This is an optimization exercise on Yosys and OpenROAD, whose aim is small area, a short achievable clock period and few clock cycles per item, not a production implementation. Where RTL was checked, it was by simulation tests only, not by an equivalence proof against the original.

== north ==
==> module sdf_stage1, before the edit <==
module sdf_stage1 (
  input  logic                      clk,
  input  fft8_pkg::index_t          count_up,
  input  logic signed [13-1:0] in_re,
  input  logic signed [13-1:0] in_im,
  output logic signed [13:0]   out_re,
  output logic signed [13:0]   out_im
);
  localparam int W  = 13 + 1;
  localparam int W1 = W + 1;
  localparam int W2 = W + 2;
  localparam int W3 = W + 3;
  logic signed [13-1:0] b_re, b_im;
  logic signed [W-1:0]       dl_re [4];
  logic signed [W-1:0]       dl_im [4];
  logic signed [W-1:0]       a_re, a_im, bw_re, bw_im, ax_re, ax_im;
  logic [W-1:0]              sum_re, sum_im, dif_re, dif_im;
  logic                      bfly, cin_n, odd;
  logic                      p_raw, p_dif, p_swp;    
  logic                      o_sum, o_rot, o_hld;    
  logic signed [W-1:0]       src_re, src_im;
  logic [W:0]                ax, st;
  logic signed [W:0]         sa_q;
  logic signed [W+3:0]       f_d, f_q;
  logic [W+2:0]              m_d;
  always_ff @(posedge clk) begin
    bfly  <= count_up[2];
    cin_n <= !count_up[1];
    odd   <= count_up[0];
    p_raw <= !count_up[2];
    p_dif <= count_up[2] && !count_up[1];
    p_swp <= count_up[2] && count_up[1];
    o_sum <= count_up[2];
    o_rot <= !count_up[2] && count_up[0];
    o_hld <= !count_up[2] && !count_up[0];
  end
  assign a_re  = dl_re[3];
  assign a_im  = dl_im[3];
  assign bw_re = W'(b_re);
  assign bw_im = W'(b_im);
  assign ax_re = {a_re[13-1], a_re[13-1:0]};
  assign ax_im = {a_im[13-1], a_im[13-1:0]};
  bk_add #(W) u_sum_re (.a(ax_re), .b(bw_re), .ci(1'b0), .s(sum_re));
  bk_add #(W) u_sum_im (.a(ax_im), .b(bw_im), .ci(1'b0), .s(sum_im));
  bk_add #(W, 1'b1) u_dif_re (.a(ax_re), .b(~bw_re), .ci(cin_n), .s(dif_re));
  bk_add #(W) u_dif_im (.a(ax_im), .b(~bw_im), .ci(1'b1), .s(dif_im));
  assign src_re = odd ? dl_re[1] : dl_re[0];
  assign src_im = odd ? dl_im[1] : dl_im[0];
  assign ax     = odd ? ~(W1'(src_re)) : W1'(src_re);
  bk_add #(W+1, 1'b1) u_st (.a(ax), .b(W1'(src_im)), .ci(odd), .s(st));
  assign f_d[1:0] = sa_q[1:0];
  bk_add #(W+2) u_x5 (.a(W2'(sa_q >>> 2)), .b(W2'(sa_q)), .ci(1'b0), .s(f_d[W+3:2]));
  bk_add #(W+3) u_x9 (.a(W3'(f_q >>> 3)), .b(W3'(f_q)), .ci(1'b0), .s(m_d));
  always_ff @(posedge clk) begin
    b_re     <= in_re;
    b_im     <= in_im;
    dl_re[0] <= ({W{p_raw}} & bw_re) | ({W{p_dif}} & dif_re) | ({W{p_swp}} & dif_im);
    dl_im[0] <= ({W{p_raw}} & bw_im) | ({W{p_dif}} & dif_im) | ({W{p_swp}} & ~dif_re);
    for (int i = 1; i < 3; i++) begin
      dl_re[i] <= dl_re[i-1];
      dl_im[i] <= dl_im[i-1];
    end
    dl_re[3] <= o_hld ? m_d[W+2:3] : dl_re[2];
    dl_im[3] <= dl_im[2];
    sa_q     <= st;
    f_q      <= f_d;
    out_re   <= bfly ? sum_re : a_re;
    out_im   <= ({W{o_sum}} & sum_im) | ({W{o_rot}} & m_d[W+2:3]) | ({W{o_hld}} & a_im);
  end
endmodule
==> module sdf_stage2, before the edit <==
module sdf_stage2 (
  input  logic                      clk,
  input  fft8_pkg::index_t          count_up,
  input  logic signed [13:0]   in_re,
  input  logic signed [13:0]   in_im,
  output logic signed [13+1:0] out_re,
  output logic signed [13+1:0] out_im
);
  localparam int W = 13 + 2;
  logic signed [W-1:0] dl_re [2];
  logic signed [W-1:0] dl_im [2];
  logic signed [W-1:0] a_re, a_im, b_re, b_im, ax_re, ax_im;
  logic [W-1:0]        sum_re, sum_im, dif_re, dif_im;
  logic                bfly, cin_n;
  logic                p_raw, p_dif, p_swp;
  always_ff @(posedge clk) begin
    bfly  <= (count_up[1] == count_up[0]);
    cin_n <= (count_up[1:0] != 2'd0);
    p_raw <= (count_up[1] != count_up[0]);
    p_dif <= (count_up[1:0] == 2'd3);
    p_swp <= (count_up[1:0] == 2'd0);
  end
  assign a_re = dl_re[1];
  assign a_im = dl_im[1];
  assign b_re = W'(in_re);
  assign b_im = W'(in_im);
  assign ax_re = {a_re[13], a_re[13:0]};
  assign ax_im = {a_im[13], a_im[13:0]};
  bk_add #(W) u_sum_re (.a(ax_re), .b(b_re), .ci(1'b0), .s(sum_re));
  bk_add #(W) u_sum_im (.a(ax_im), .b(b_im), .ci(1'b0), .s(sum_im));
  bk_add #(W, 1'b1) u_dif_re (.a(ax_re), .b(~b_re), .ci(cin_n), .s(dif_re));
  bk_add #(W) u_dif_im (.a(ax_im), .b(~b_im), .ci(1'b1), .s(dif_im));
  always_ff @(posedge clk) begin
    dl_re[0] <= ({W{p_raw}} & b_re) | ({W{p_dif}} & dif_re) | ({W{p_swp}} & dif_im);
    dl_im[0] <= ({W{p_raw}} & b_im) | ({W{p_dif}} & dif_im) | ({W{p_swp}} & ~dif_re);
    dl_re[1] <= dl_re[0];
    dl_im[1] <= dl_im[0];
    out_re   <= bfly ? sum_re : a_re;
    out_im   <= bfly ? sum_im : a_im;
  end
endmodule
==> module sdf_stage3, before the edit <==
module sdf_stage3 (
  input  logic                      clk,
  input  fft8_pkg::index_t          count_up,
  input  logic signed [13+1:0] in_re,
  input  logic signed [13+1:0] in_im,
  output fft8_pkg::result_t         sum_re,
  output fft8_pkg::result_t         sum_im,
  output fft8_pkg::result_t         held_re,
  output fft8_pkg::result_t         held_im
);
  localparam int W = 16;
  logic signed [W-1:0] b_re, b_im, ax_re, ax_im;
  logic [W-1:0]        dif_re, dif_im;
  logic                pass;
  always_ff @(posedge clk) begin
    pass <= !count_up[0];
  end
  assign b_re = W'(in_re);
  assign b_im = W'(in_im);
  assign ax_re = {held_re[13+1], held_re[13+1:0]};
  assign ax_im = {held_im[13+1], held_im[13+1:0]};
  bk_add #(W) u_sum_re (.a(ax_re), .b(b_re), .ci(1'b0), .s(sum_re));
  bk_add #(W) u_sum_im (.a(ax_im), .b(b_im), .ci(1'b0), .s(sum_im));
  bk_add #(W) u_dif_re (.a(ax_re), .b(~b_re), .ci(1'b1), .s(dif_re));
  bk_add #(W) u_dif_im (.a(ax_im), .b(~b_im), .ci(1'b1), .s(dif_im));
  always_ff @(posedge clk) begin
    held_re <= pass ? b_re : dif_re;
    held_im <= pass ? b_im : dif_im;
  end
endmodule
clock: 8.0 ns
lec_check: 0
cap_margin: 20
core_margin: 2
core_utilization: 65
cts_cluster_diameter: 100
cts_cluster_size: 24
setup_slack_margin: 5.0
slew_margin: 20
standard.sh (not shown) runs the stock make flow with config.mk's settings and CLKGATE_MAP_FILE= SYNTH_SCRIPT=/design/flow/synth_recipe.tcl, a recipe that flattens the netlist after the stock synthesis.
==> flow/flow/run.sh <==
#!/bin/bash
# Own flow: the standard flow (standard synthesis unchanged), with
# stronger port buffers and a deeper setup repair. Each tool's log is
# kept by ORFS under orfs/logs; make's own output goes to standard.log.
set -euo pipefail
bash standard.sh \
  "BUFFER_PORTS_ARGS=-buffer_cell sky130_fd_sc_hd__buf_4" \
  SETUP_SLACK_MARGIN=5.3 \
  finish > standard.log 2>&1
Testbench counts of north, summed over its fixed seeds: cycles 4,200, frames 512.
Setup changes, north to south
diff --git a/flow/design.v b/flow/design.v
--- a/flow/design.v
+++ b/flow/design.v
@@ -114,11 +114,11 @@
   localparam int W2 = W + 2;
   localparam int W3 = W + 3;
   logic signed [13-1:0] b_re, b_im;
   logic signed [W-1:0]       dl_re [4];
   logic signed [W-1:0]       dl_im [4];
-  logic signed [W-1:0]       a_re, a_im, bw_re, bw_im, ax_re, ax_im;
+  logic signed [W-1:0]       a_re, a_im, bw_re, bw_im;
   logic [W-1:0]              sum_re, sum_im, dif_re, dif_im;
   logic                      bfly, cin_n, odd;
   logic                      p_raw, p_dif, p_swp;    
   logic                      o_sum, o_rot, o_hld;    
   logic signed [W-1:0]       src_re, src_im;
@@ -139,16 +139,14 @@
   end
   assign a_re  = dl_re[3];
   assign a_im  = dl_im[3];
   assign bw_re = W'(b_re);
   assign bw_im = W'(b_im);
-  assign ax_re = {a_re[13-1], a_re[13-1:0]};
-  assign ax_im = {a_im[13-1], a_im[13-1:0]};
-  bk_add #(W) u_sum_re (.a(ax_re), .b(bw_re), .ci(1'b0), .s(sum_re));
-  bk_add #(W) u_sum_im (.a(ax_im), .b(bw_im), .ci(1'b0), .s(sum_im));
-  bk_add #(W, 1'b1) u_dif_re (.a(ax_re), .b(~bw_re), .ci(cin_n), .s(dif_re));
-  bk_add #(W) u_dif_im (.a(ax_im), .b(~bw_im), .ci(1'b1), .s(dif_im));
+  bk_add #(W) u_sum_re (.a(a_re), .b(bw_re), .ci(1'b0), .s(sum_re));
+  bk_add #(W) u_sum_im (.a(a_im), .b(bw_im), .ci(1'b0), .s(sum_im));
+  bk_add #(W, 1'b1) u_dif_re (.a(a_re), .b(~bw_re), .ci(cin_n), .s(dif_re));
+  bk_add #(W) u_dif_im (.a(a_im), .b(~bw_im), .ci(1'b1), .s(dif_im));
   assign src_re = odd ? dl_re[1] : dl_re[0];
   assign src_im = odd ? dl_im[1] : dl_im[0];
   assign ax     = odd ? ~(W1'(src_re)) : W1'(src_re);
   bk_add #(W+1, 1'b1) u_st (.a(ax), .b(W1'(src_im)), .ci(odd), .s(st));
   assign f_d[1:0] = sa_q[1:0];
@@ -180,11 +178,11 @@
   output logic signed [13+1:0] out_im
 );
   localparam int W = 13 + 2;
   logic signed [W-1:0] dl_re [2];
   logic signed [W-1:0] dl_im [2];
-  logic signed [W-1:0] a_re, a_im, b_re, b_im, ax_re, ax_im;
+  logic signed [W-1:0] a_re, a_im, b_re, b_im;
   logic [W-1:0]        sum_re, sum_im, dif_re, dif_im;
   logic                bfly, cin_n;
   logic                p_raw, p_dif, p_swp;
   always_ff @(posedge clk) begin
     bfly  <= (count_up[1] == count_up[0]);
@@ -195,16 +193,14 @@
   end
   assign a_re = dl_re[1];
   assign a_im = dl_im[1];
   assign b_re = W'(in_re);
   assign b_im = W'(in_im);
-  assign ax_re = {a_re[13], a_re[13:0]};
-  assign ax_im = {a_im[13], a_im[13:0]};
-  bk_add #(W) u_sum_re (.a(ax_re), .b(b_re), .ci(1'b0), .s(sum_re));
-  bk_add #(W) u_sum_im (.a(ax_im), .b(b_im), .ci(1'b0), .s(sum_im));
-  bk_add #(W, 1'b1) u_dif_re (.a(ax_re), .b(~b_re), .ci(cin_n), .s(dif_re));
-  bk_add #(W) u_dif_im (.a(ax_im), .b(~b_im), .ci(1'b1), .s(dif_im));
+  bk_add #(W) u_sum_re (.a(a_re), .b(b_re), .ci(1'b0), .s(sum_re));
+  bk_add #(W) u_sum_im (.a(a_im), .b(b_im), .ci(1'b0), .s(sum_im));
+  bk_add #(W, 1'b1) u_dif_re (.a(a_re), .b(~b_re), .ci(cin_n), .s(dif_re));
+  bk_add #(W) u_dif_im (.a(a_im), .b(~b_im), .ci(1'b1), .s(dif_im));
   always_ff @(posedge clk) begin
     dl_re[0] <= ({W{p_raw}} & b_re) | ({W{p_dif}} & dif_re) | ({W{p_swp}} & dif_im);
     dl_im[0] <= ({W{p_raw}} & b_im) | ({W{p_dif}} & dif_im) | ({W{p_swp}} & ~dif_re);
     dl_re[1] <= dl_re[0];
     dl_im[1] <= dl_im[0];
@@ -221,24 +217,22 @@
   output fft8_pkg::result_t         sum_im,
   output fft8_pkg::result_t         held_re,
   output fft8_pkg::result_t         held_im
 );
   localparam int W = 16;
-  logic signed [W-1:0] b_re, b_im, ax_re, ax_im;
+  logic signed [W-1:0] b_re, b_im;
   logic [W-1:0]        dif_re, dif_im;
   logic                pass;
   always_ff @(posedge clk) begin
     pass <= !count_up[0];
   end
   assign b_re = W'(in_re);
   assign b_im = W'(in_im);
-  assign ax_re = {held_re[13+1], held_re[13+1:0]};
-  assign ax_im = {held_im[13+1], held_im[13+1:0]};
-  bk_add #(W) u_sum_re (.a(ax_re), .b(b_re), .ci(1'b0), .s(sum_re));
-  bk_add #(W) u_sum_im (.a(ax_im), .b(b_im), .ci(1'b0), .s(sum_im));
-  bk_add #(W) u_dif_re (.a(ax_re), .b(~b_re), .ci(1'b1), .s(dif_re));
-  bk_add #(W) u_dif_im (.a(ax_im), .b(~b_im), .ci(1'b1), .s(dif_im));
+  bk_add #(W) u_sum_re (.a(held_re), .b(b_re), .ci(1'b0), .s(sum_re));
+  bk_add #(W) u_sum_im (.a(held_im), .b(b_im), .ci(1'b0), .s(sum_im));
+  bk_add #(W) u_dif_re (.a(held_re), .b(~b_re), .ci(1'b1), .s(dif_re));
+  bk_add #(W) u_dif_im (.a(held_im), .b(~b_im), .ci(1'b1), .s(dif_im));
   always_ff @(posedge clk) begin
     held_re <= pass ? b_re : dif_re;
     held_im <= pass ? b_im : dif_im;
   end
 endmodule
[summary]
Design area is lower on north
south ended with more area share of xor/xnor cells in the synthesized design than north.
Compared with north, south shows a lower sequential share of cell area.
Vias: south more than north
Comparing the two runs side by side, south comes out behind north on clock skew.
Against north, final wirelength in south rose by a few percent.
Post-synthesis cell area was lower in north than in south.
Function not checked in south: the RTL went through the layout flow alone.

==> static timing again, ports no longer ideal <==
No port has a modelled driver above. Below, the same layouts with a new extraction and two added sets of constraints. Step 1, drivers: a clkbuf_16 drives clk and a buf_2 each remaining input, both assumed. Step 2, shift: input delay + t, output delay - t, t = (earliest + latest rising clock arrival at the registers) / 2. This alone moves slack from input paths to output paths. Slacks: ideal / step 1 / step 2; pairs: ideal / step 1.
| run | t, ns | setup WS [ns] | worst setup path at the end | slew at the worst register clock pin (ns) | worst data-port slew with drivers (ns) |
|---|---|---|---|---|---|
| north | 0.603 | 5.319 / 5.266 / 5.329 | register to register | 0.10 / 0.10 | 0.04 |
| south | 0.590 | 5.326 / 5.274 / 5.338 | register to register | 0.10 / 0.10 | 0.03 |
After both steps every run listed still meets setup and hold.
